Context: an optimization exercise on an open-source flow, tuned for small area, a short achievable clock period and few clock cycles per item. The choices shown serve that exercise and are no tape-out recipe.
Where RTL was checked, it was by simulation tests only, not by an equivalence proof against the original.
Power is estimated from default activity; no workload was simulated.

// tx_zc_phase_gen
module tx_zc_phase_gen #(
    parameter int NZC_W  = tx_zc_pkg::ZC_NZC_W_DEF,
    parameter int OUT_W  = tx_zc_pkg::ZC_OUT_W_DEF,
    parameter int INV_W  = tx_zc_pkg::ZC_INV_W_DEF,
    parameter int PH_W   = NZC_W + 5
) (
    input  logic             sys_clk,
    input  logic             rst,
    input  logic             start,
    input  logic             abort,
    input  logic [NZC_W-1:0] zc_N_zc,
    input  logic [NZC_W-1:0] zc_len,
    input  logic [NZC_W-1:0] zc_start_index,
    input  logic [PH_W-1:0]  zc_Q,
    input  logic [PH_W-1:0]  zc_P,
    input  logic [INV_W-1:0] zc_inv_T,
    input  logic             theta_ready,
    output logic             theta_valid,
    output logic [OUT_W-1:0] theta_data,
    output logic             theta_last,
    output logic             busy,
    output logic             cfg_err
);
clock: 8.0 ns
lec_check: 0
cap_margin: 20
core_margin: 2
core_utilization: 40
cts_buf_list: sky130_fd_sc_hd__clkbuf_8
cts_cluster_diameter: 60
cts_cluster_size: 20
gpl_timing_driven: 1
setup_slack_margin: 4.0
slew_margin: 20
standard.sh (not shown) runs the stock make flow with config.mk's settings and CLKGATE_MAP_FILE= SYNTH_SCRIPT=/design/flow/synth_recipe.tcl, a recipe that flattens the netlist after the stock synthesis.
==> flow/flow/run.sh <==
#!/bin/bash
# The standard layout, with the ports buffered by buf_2 cells instead of the
# default choice of buffer cell.
set -euo pipefail
export BUFFER_PORTS_ARGS="-buffer_cell sky130_fd_sc_hd__buf_2"
bash standard.sh > standard.log 2>&1
The starting point completed without violations.
Testbench counts at the start, summed over its fixed seeds: cycles 47,060, items 46,621.
Next try:
--- a/flow/config.mk
+++ b/flow/config.mk
@@ -9,3 +9,3 @@
 export CORE_MARGIN = 2
-export CORE_UTILIZATION = 40
+export CORE_UTILIZATION = 60
 export CTS_BUF_LIST = sky130_fd_sc_hd__clkbuf_8
@@ -13,3 +13,3 @@
 export CTS_CLUSTER_SIZE = 20
-export GPL_TIMING_DRIVEN = 1
+export PLACE_DENSITY = 0.75
 export SETUP_SLACK_MARGIN = 4.0
Effect: The changed run completed with no timing, DRC or antenna violations; final cell count went down by about 8%; synthesized area stays the same; design area came out lower by about 1.4%; die area drops by 33%; clock-buffer cell count fell by 8.
Next try:
==> flow/run.sh (new file) <==
#!/bin/bash
# synth_recipe.tcl (not shown) runs the flow's synth.tcl, then flattens the netlist and writes it again
# the make line also repeats each setting of config.mk as NAME=value (left out here)
make -C /OpenROAD-flow-scripts/flow DESIGN_CONFIG=/design/flow/config.mk WORK_HOME=/design/flow/orfs CLKGATE_MAP_FILE= SYNTH_SCRIPT=/design/flow/synth_recipe.tcl finish
--- a/flow/config.mk
+++ b/flow/config.mk
@@ -9,7 +9,5 @@
 export CORE_MARGIN = 2
-export CORE_UTILIZATION = 60
+export CORE_UTILIZATION = 40
 export CTS_BUF_LIST = sky130_fd_sc_hd__clkbuf_8
-export CTS_CLUSTER_DIAMETER = 60
-export CTS_CLUSTER_SIZE = 20
-export PLACE_DENSITY = 0.75
+export CTS_CLUSTER_SIZE = 40
 export SETUP_SLACK_MARGIN = 4.0
removed: flow/flow/run.sh
removed: flow/standard.sh
First-iteration DRC count came out lower by 3.0%.
Synthesized cell count stays the same.
Non-clock buffer count came out higher by 3.
Fmax hardly moves.

* * *

tx_zc_phase_gen, a different RTL version from the one above (not shown whole).
For scale: ~2800 cells after synthesis, ~110 I/O pins, roughly 28000 sq um of cells after synthesis.
==> flow/design.v (excerpt) <==
module tx_zc_phase_gen #(
    parameter int NZC_W  = tx_zc_pkg::ZC_NZC_W_DEF,
    parameter int OUT_W  = tx_zc_pkg::ZC_OUT_W_DEF,
    parameter int INV_W  = tx_zc_pkg::ZC_INV_W_DEF,
    parameter int PH_W   = NZC_W + 5
) (
    input  logic             sys_clk,
    input  logic             rst,
    input  logic             start,
    input  logic             abort,
    input  logic [NZC_W-1:0] zc_N_zc,
    input  logic [NZC_W-1:0] zc_len,
    input  logic [NZC_W-1:0] zc_start_index,
    input  logic [PH_W-1:0]  zc_Q,
    input  logic [PH_W-1:0]  zc_P,
    input  logic [INV_W-1:0] zc_inv_T,
    input  logic             theta_ready,
    output logic             theta_valid,
    output logic [OUT_W-1:0] theta_data,
    output logic             theta_last,
    output logic             busy,
    output logic             cfg_err
);
clock: 8.0 ns
lec_check: 0
cap_margin: 5
core_margin: 2
core_utilization: 40
cts_buf_list: sky130_fd_sc_hd__clkbuf_8
cts_cluster_diameter: 70
cts_cluster_size: 24
setup_slack_margin: 4.6
slew_margin: 5
tns_end_percent: 10
==> flow/flow/run.sh <==
#!/bin/bash
# The standard layout, with the ports buffered by buf_1 cells instead of the
# default choice of buffer cell.
set -euo pipefail
export BUFFER_PORTS_ARGS="-buffer_cell sky130_fd_sc_hd__buf_1"
bash standard.sh > standard.log 2>&1
Testbench counts at the start, summed over its fixed seeds: cycles 47,060, items 46,621.
==> next run, changes <==
SETUP_SLACK_MARGIN = 4.5   (was 4.6)
TNS_END_PERCENT = 5   (was 10)
Setup slack gets worse by 0.0079 ns.
Cell area fell by 1.0%.
Count of clock-buffer cells in the layout is unchanged.
Clock skew rose by 0.0079 ns.
Fmax barely changes.
Power falls by 0.79%.
Combinational power came out lower by about 1%.
Global-route usage came out lower by 0.20 points.
Die area does not change.
Synthesized cell count does not change.
==> next run, changes <==
CTS_CLUSTER_DIAMETER = 60   (was 70)
CTS_CLUSTER_SIZE = 20   (was 24)
SETUP_SLACK_MARGIN = 4.9   (was 4.5)
TNS_END_PERCENT = 10   (was 5)
Outcome: Cell area went up by 4.6%; cell count went up by 1.9%; synthesized area is unchanged; utilization climbs by 2.1 points; via count climbs by 2.1%; die area stays the same; wire length climbs by 4.1%; total power is higher by about 6%.
==> next run, changes <==
CTS_CLUSTER_DIAMETER = 70   (was 60)
CTS_CLUSTER_SIZE = 24   (was 20)
SETUP_SLACK_MARGIN = 4.5   (was 4.9)
Effect: Via count came out lower by 1.8%. Fmax came out higher by 0.82%. Global-route usage came out lower by 0.54 points. Clock-buffer cell count came out lower by 7. Cell area came out lower by 4.4%. Synthesized area is unchanged. Hold slack improved by 0.0067 ns. Clock power came out lower by about 10%.

* * *

## v8
Another version of the RTL of tx_zc_phase_gen (not shown whole).
Size: roughly 110 I/O pins.
Design tx_zc_phase_gen, start of the top module:
module tx_zc_phase_gen #(
    parameter int NZC_W  = tx_zc_pkg::ZC_NZC_W_DEF,
    parameter int OUT_W  = tx_zc_pkg::ZC_OUT_W_DEF,
    parameter int INV_W  = tx_zc_pkg::ZC_INV_W_DEF,
    parameter int PH_W   = NZC_W + 5
) (
    input  logic             sys_clk,
    input  logic             rst,
    input  logic             start,
    input  logic             abort,
    input  logic [NZC_W-1:0] zc_N_zc,
    input  logic [NZC_W-1:0] zc_len,
    input  logic [NZC_W-1:0] zc_start_index,
    input  logic [PH_W-1:0]  zc_Q,
    input  logic [PH_W-1:0]  zc_P,
    input  logic [INV_W-1:0] zc_inv_T,
    input  logic             theta_ready,
    output logic             theta_valid,
    output logic [OUT_W-1:0] theta_data,
    output logic             theta_last,
    output logic             busy,
    output logic             cfg_err
);
make LEC_CHECK=0 CAP_MARGIN=20 CORE_MARGIN=2 CORE_UTILIZATION=40 SETUP_SLACK_MARGIN=4.4 SLEW_MARGIN=20 finish   # period 8.0 ns
run.sh (not shown) runs the stock make flow with config.mk's settings and CLKGATE_MAP_FILE= SYNTH_SCRIPT=/design/flow/synth_recipe.tcl, a recipe that flattens the netlist after the stock synthesis.
Stock flow here: none of the scripts above is used.
diff inputs: v8 => v31
- SETUP_SLACK_MARGIN: 4.4 -> 3.6
Findings:
Lower setup slack of the most critical reg-to-reg path among v31 and v8: v31. Note that the power in combinational cells recorded for v31 amounts to 0.818 times the value seen in v8. Looking at final weighted congestion in routability-driven placement across v31 and v8, the one that comes out lower is v31. Compared to v8, v31 has layout overhead on the synthesized area 17 points lower. Compared with v8, v31 shows a higher proportion of cell area spent on the clock network. Between v31 and v8, the clock power share is higher for v31. The final reports for v31 and v8 show final-stage net count lower in the former.
--- input diff v31..v52 ---
- clearing SETUP_SLACK_MARGIN, which used to be 3.6
[summary]
Area occupied by multi-input gates went down slightly going from v31 to v52.
Comparing worst setup slack for v52 and v31, the smaller number came from v52.
Between v52 and v31, the smallest hold slack figures differ only marginally.
Final wirelength (higher): v31
Where reg-to-reg setup timing slack is concerned, v31 is better than v52.
## Diff of input files: v35 against v52
- putting SETUP_SLACK_MARGIN at 4.0 where nothing was set
[summary]
v35 ends up with a final critical delay including setup and external delays that is 0.89 ns lower than in v52. Of v52 and v35, the run reporting the higher first-iteration DRC count was v52. Diff v52 -> v35: post-route antenna net violation count now sits at about the same level; initial antenna violation count now sits lower; ratio of cells with drive above 1 in the final layout now sits higher; highest achievable clock rate now sits higher; via density per instance now sits at about the same level. Internal power contribution on v35 is up relative to v52. In v35 the critical path depth turned out 2 higher than in v52. v35 reports its slowest cell on the critical path as sky130_fd_sc_hd__fa_1 while v52 reports sky130_fd_sc_hd__nor2_1. Comparing v52 and v35, the lower post-detailed-route wirelength per cell was measured on v52.
Function was not checked in any run of this note: the RTL went through the layout flow alone.

* * *

tx_zc_phase_gen with an RTL version that a note above also has.
Size in the first run: ~2,800 cells after synthesis, ~28,000 um^2 of cells after synthesis.
export LEC_CHECK = 0
export CAP_MARGIN = 5
export CORE_MARGIN = 2
export CORE_UTILIZATION = 40
export CTS_BUF_LIST = sky130_fd_sc_hd__clkbuf_8
export CTS_CLUSTER_DIAMETER = 70
export CTS_CLUSTER_SIZE = 24
export SETUP_SLACK_MARGIN = 4.4
export SLEW_MARGIN = 5
export TNS_END_PERCENT = 10
create_clock -name core_clock -period 8.0 [get_ports {sys_clk}]
standard.sh (not shown) runs the stock make flow with config.mk's settings and CLKGATE_MAP_FILE= SYNTH_SCRIPT=/design/flow/synth_recipe.tcl, a recipe that flattens the netlist after the stock synthesis.
Scripts as last shown in full above: flow/flow/run.sh
Testbench counts at the start, summed over its fixed seeds: cycles 47,060, items 46,621.
Then changed:
Settings changed: CTS_CLUSTER_DIAMETER 70 to 60, CTS_CLUSTER_SIZE 24 to 20, GPL_ROUTABILITY_DRIVEN from default to 0, SETUP_SLACK_MARGIN 4.4 to 4.5.
Sequential power barely changes.
Global-route usage came out higher by 0.11 points.
Worst hold slack barely changes.
Total power came out higher by about 4.5%.
Routed wire length came out higher by 0.92%.
Non-clock buffer count came out higher by 3.
Via count came out higher by about 1.5%.
Then changed:
Settings changed: GPL_ROUTABILITY_DRIVEN 0 to default, SETUP_SLACK_MARGIN 4.5 to 4.7.
- die area stays the same
- wire length increases by a few percent
- critical path depth decreases by 1
- synthesized cell count is unchanged
Then changed:
Settings changed: CTS_CLUSTER_DIAMETER 60 to 70, CTS_CLUSTER_SIZE 20 to 24, SETUP_SLACK_MARGIN 4.7 to 4.5, TNS_END_PERCENT 10 to 20.
Wire length decreases by 2.5%.
Die area is unchanged.
Utilization came out lower by 1.2 points.
Clock power came out lower by about 10%.
Global-route usage falls by 0.56 points.
Final cell count shrinks by 1.1%.
Design area decreases by 2.5%.
Count of clock-buffer cells in the layout fell by 8.
Setup slack is better by 22 ps.
Worst hold slack improved by 10 ps.
Register-to-register slack gains 40 ps.

* * *

## P
tx_zc_phase_gen, a different RTL version from the one above (not shown whole).
Size in the first run: roughly 2,900 cells after synthesis.
Settings: LEC_CHECK=0, CAP_MARGIN=20, CORE_MARGIN=2, CORE_UTILIZATION=40, CTS_BUF_LIST=sky130_fd_sc_hd__clkbuf_8, CTS_CLUSTER_DIAMETER=60, CTS_CLUSTER_SIZE=20, SETUP_SLACK_MARGIN=4.6, SLEW_MARGIN=20; clock period 8.0 ns.
==> flow/flow/run.sh <==
#!/bin/bash
# The standard layout, with the ports buffered by buf_2 cells instead of the
# default choice of buffer cell.
set -euo pipefail
export BUFFER_PORTS_ARGS="-buffer_cell sky130_fd_sc_hd__buf_2"
bash standard.sh > standard.log 2>&1
P finished every stage and its layout cleared the timing, design-rule and antenna checks.
The inputs of Q differ from those of P as listed below.
-- flow/config.mk --
<<< P, line 12
export CTS_CLUSTER_DIAMETER = 60
export CTS_CLUSTER_SIZE = 20
export SETUP_SLACK_MARGIN = 4.6
export SLEW_MARGIN = 20
>>> Q, line 12
export CTS_CLUSTER_DIAMETER = 60
export CTS_CLUSTER_SIZE = 20
export SETUP_SLACK_MARGIN = 4.3
export SLEW_MARGIN = 20
Findings:
Cmp Q and P / routed metal-1 wire length / lower: Q
The lower multi-input logic portion of the cell area of Q and P is in P.
Q vs P, total routed wirelength went down by 3.1 mm.
Ratio of final minimum period to clock period ends up lower on P.
Summary of Q over P: maximum frequency shrank by 4.1%, critical path depth moved down, total count of max-transition violations in the final report shows no meaningful change.
Taking P as the reference, in Q sequential cell area share up 1.4 points, setup slack lower.
Compared with P, in Q worst setup timing slack at the placement stage went down by 0.54 ns, part of the total power dissipated in sequential elements picked up an extra 1.8 points.
No run of this note included a check of the RTL's function; only the layout flow was run.

* * *

tx_zc_phase_gen with an RTL version that a note above also has.
Size: ~2800 cells after synthesis, about 270 flip-flops, roughly 110 I/O pins.
clock: 8.0 ns
lec_check: 0
cap_margin: 20
core_margin: 2
core_utilization: 65
setup_slack_margin: 4.0
slew_margin: 20
run.sh (not shown) runs the stock make flow with config.mk's settings and CLKGATE_MAP_FILE= SYNTH_SCRIPT=/design/flow/synth_recipe.tcl, a recipe that flattens the netlist after the stock synthesis.
Stock flow here: none of the scripts above is used.
Testbench counts at the start, summed over its fixed seeds: cycles 47,060, items 46,621.
Change:
- CORE_UTILIZATION: 65 -> 40
The new run passed the timing, design-rule and antenna checks.
Combinational power barely changes.
Final cell count rose by 9.8%.
Non-clock buffer count rose by 2.
Synthesized area stays the same.
Critical path depth decreases by 4.
Core utilization goes down by 27 points.
Change:
==> flow/flow/run.sh (new file) <==
#!/bin/bash
# The standard layout, with the ports buffered by buf_2 cells instead of the
# default choice of buffer cell.
set -euo pipefail
export BUFFER_PORTS_ARGS="-buffer_cell sky130_fd_sc_hd__buf_2"
bash standard.sh > standard.log 2>&1
==> flow/standard.sh (new file) <==
#!/bin/bash
# synth_recipe.tcl (not shown) runs the flow's synth.tcl, then flattens the netlist and writes it again
# the make line also repeats each setting of config.mk as NAME=value (left out here)
make -C /OpenROAD-flow-scripts/flow DESIGN_CONFIG=/design/flow/config.mk WORK_HOME=/design/flow/orfs CLKGATE_MAP_FILE= SYNTH_SCRIPT=/design/flow/synth_recipe.tcl "${@:-finish}"
- CTS_BUF_LIST: default -> sky130_fd_sc_hd__clkbuf_8
- CTS_CLUSTER_DIAMETER: default -> 60
- CTS_CLUSTER_SIZE: default -> 20
- SETUP_SLACK_MARGIN: 4.0 -> 3.9
removed: flow/run.sh
Outcome: Non-clock buffer count drops by 2. Worst setup slack got worse by 92 ps. Die area stays the same. Cell count decreases by 0.40%. Wire length went down by 0.33%. Critical path depth does not change. Clock power goes down by 39%. Clock-buffer cell count falls by 11.
Change:
- SETUP_SLACK_MARGIN: 3.9 -> 4.0
Outcome:
- wire length climbs by 1.0%
- via count climbs by 1.0%
- sequential power barely changes

* * *

Another version of the RTL of tx_zc_phase_gen (not shown whole).
Size in the first run: ~300 flip-flops, roughly 28,000 sq um of cells after synthesis.
export LEC_CHECK = 0
export CAP_MARGIN = 5
export CORE_MARGIN = 2
export CORE_UTILIZATION = 40
export CTS_BUF_LIST = sky130_fd_sc_hd__clkbuf_8
export CTS_CLUSTER_DIAMETER = 60
export CTS_CLUSTER_SIZE = 20
export SETUP_SLACK_MARGIN = 4.7
export SLEW_MARGIN = 5
export TNS_END_PERCENT = 10
create_clock -name core_clock -period 8.0 [get_ports {sys_clk}]
standard.sh (not shown) runs the stock make flow with config.mk's settings and CLKGATE_MAP_FILE= SYNTH_SCRIPT=/design/flow/synth_recipe.tcl, a recipe that flattens the netlist after the stock synthesis.
==> flow/flow/run.sh <==
#!/bin/bash
# The standard layout, with the ports buffered by buf_1 cells instead of the
# default choice of buffer cell.
set -euo pipefail
export BUFFER_PORTS_ARGS="-buffer_cell sky130_fd_sc_hd__buf_1"
bash standard.sh > standard.log 2>&1
The baseline ran to the end with no violations.
Rerun with:
SETUP_SLACK_MARGIN = 4.5   (was 4.7)
Flip-flop and latch count is unchanged. Synthesized area stays the same. Hold slack barely changes. Sequential power hardly moves.
No run of this note included a check of the RTL's function; only the layout flow was run.

port drivers added, routing unchanged:
The results above use ideal ports. As a check the final layouts listed here were re-extracted and re-timed, cells and wires unchanged. Step 1, drivers: a clkbuf_16 drives sys_clk and a buf_2 each remaining input, both assumed. Step 2 also shifts input and output timing later by t, the mid clock arrival at the registers, as if the neighbouring blocks saw the same clock. Slacks: no drivers / after step 1 / after step 2; pairs: no drivers / after step 1.
run	t, ns	setup slack, ns	latest minus earliest clock arrival (ns)	worst data-port slew with drivers (ns)
the first run of note 1	0.671	4.074 / 4.074 / 3.489	0.029 / 0.030	0.05
the second run of note 1	0.712	4.027 / 4.027 / 3.630	0.045 / 0.045	0.04
the third run of note 1	0.699	4.034 / 4.034 / 3.488	0.056 / 0.056	0.06
the first run of note 2	0.733	4.454 / 4.455 / 3.759	0.071 / 0.070	0.07
the second run of note 2	0.730	4.446 / 4.475 / 3.745	0.079 / 0.079	0.07
the third run of note 2	0.689	4.425 / 4.428 / 3.739	0.038 / 0.038	0.06
the fourth run of note 2	0.734	4.454 / 4.466 / 3.760	0.066 / 0.065	0.07
v8	0.617	3.877 / 3.877 / 3.691	0.046 / 0.047	0.07
v31	0.611	3.666 / 3.708 / 3.097	0.040 / 0.041	0.06
v52	0.603	3.097 / 3.097 / 2.718	0.044 / 0.043	0.07
v35	0.610	3.982 / 3.982 / 3.480	0.027 / 0.028	0.09
the first run of note 4	0.734	4.424 / 4.439 / 3.724	0.066 / 0.067	0.07
the second run of note 4	0.685	4.379 / 4.400 / 3.717	0.044 / 0.044	0.06
the third run of note 4	0.681	4.421 / 4.419 / 3.737	0.025 / 0.025	0.07
the fourth run of note 4	0.732	4.442 / 4.467 / 3.749	0.069 / 0.069	0.07
P	0.673	4.438 / 4.382 / 4.035	0.042 / 0.043	0.07
Q	0.719	4.284 / 4.228 / 3.965	0.036 / 0.036	0.06
the first run of note 6	0.616	4.062 / 4.062 / 3.583	0.014 / 0.014	0.06
the second run of note 6	0.604	4.082 / 4.082 / 3.561	0.012 / 0.012	0.06
the third run of note 6	0.701	3.991 / 3.991 / 3.569	0.024 / 0.024	0.05
the fourth run of note 6	0.671	4.074 / 4.074 / 3.489	0.029 / 0.030	0.05
the first run of note 7	0.670	4.442 / 4.442 / 3.915	0.038 / 0.038	0.07
the second run of note 7	0.671	4.457 / 4.457 / 3.944	0.067 / 0.068	0.07
After both steps every run listed still meets setup and hold. For the second run of note 2, which loses most, drivers alone change the setup slack by +0.029 ns; drivers and shift together by -0.701 ns.
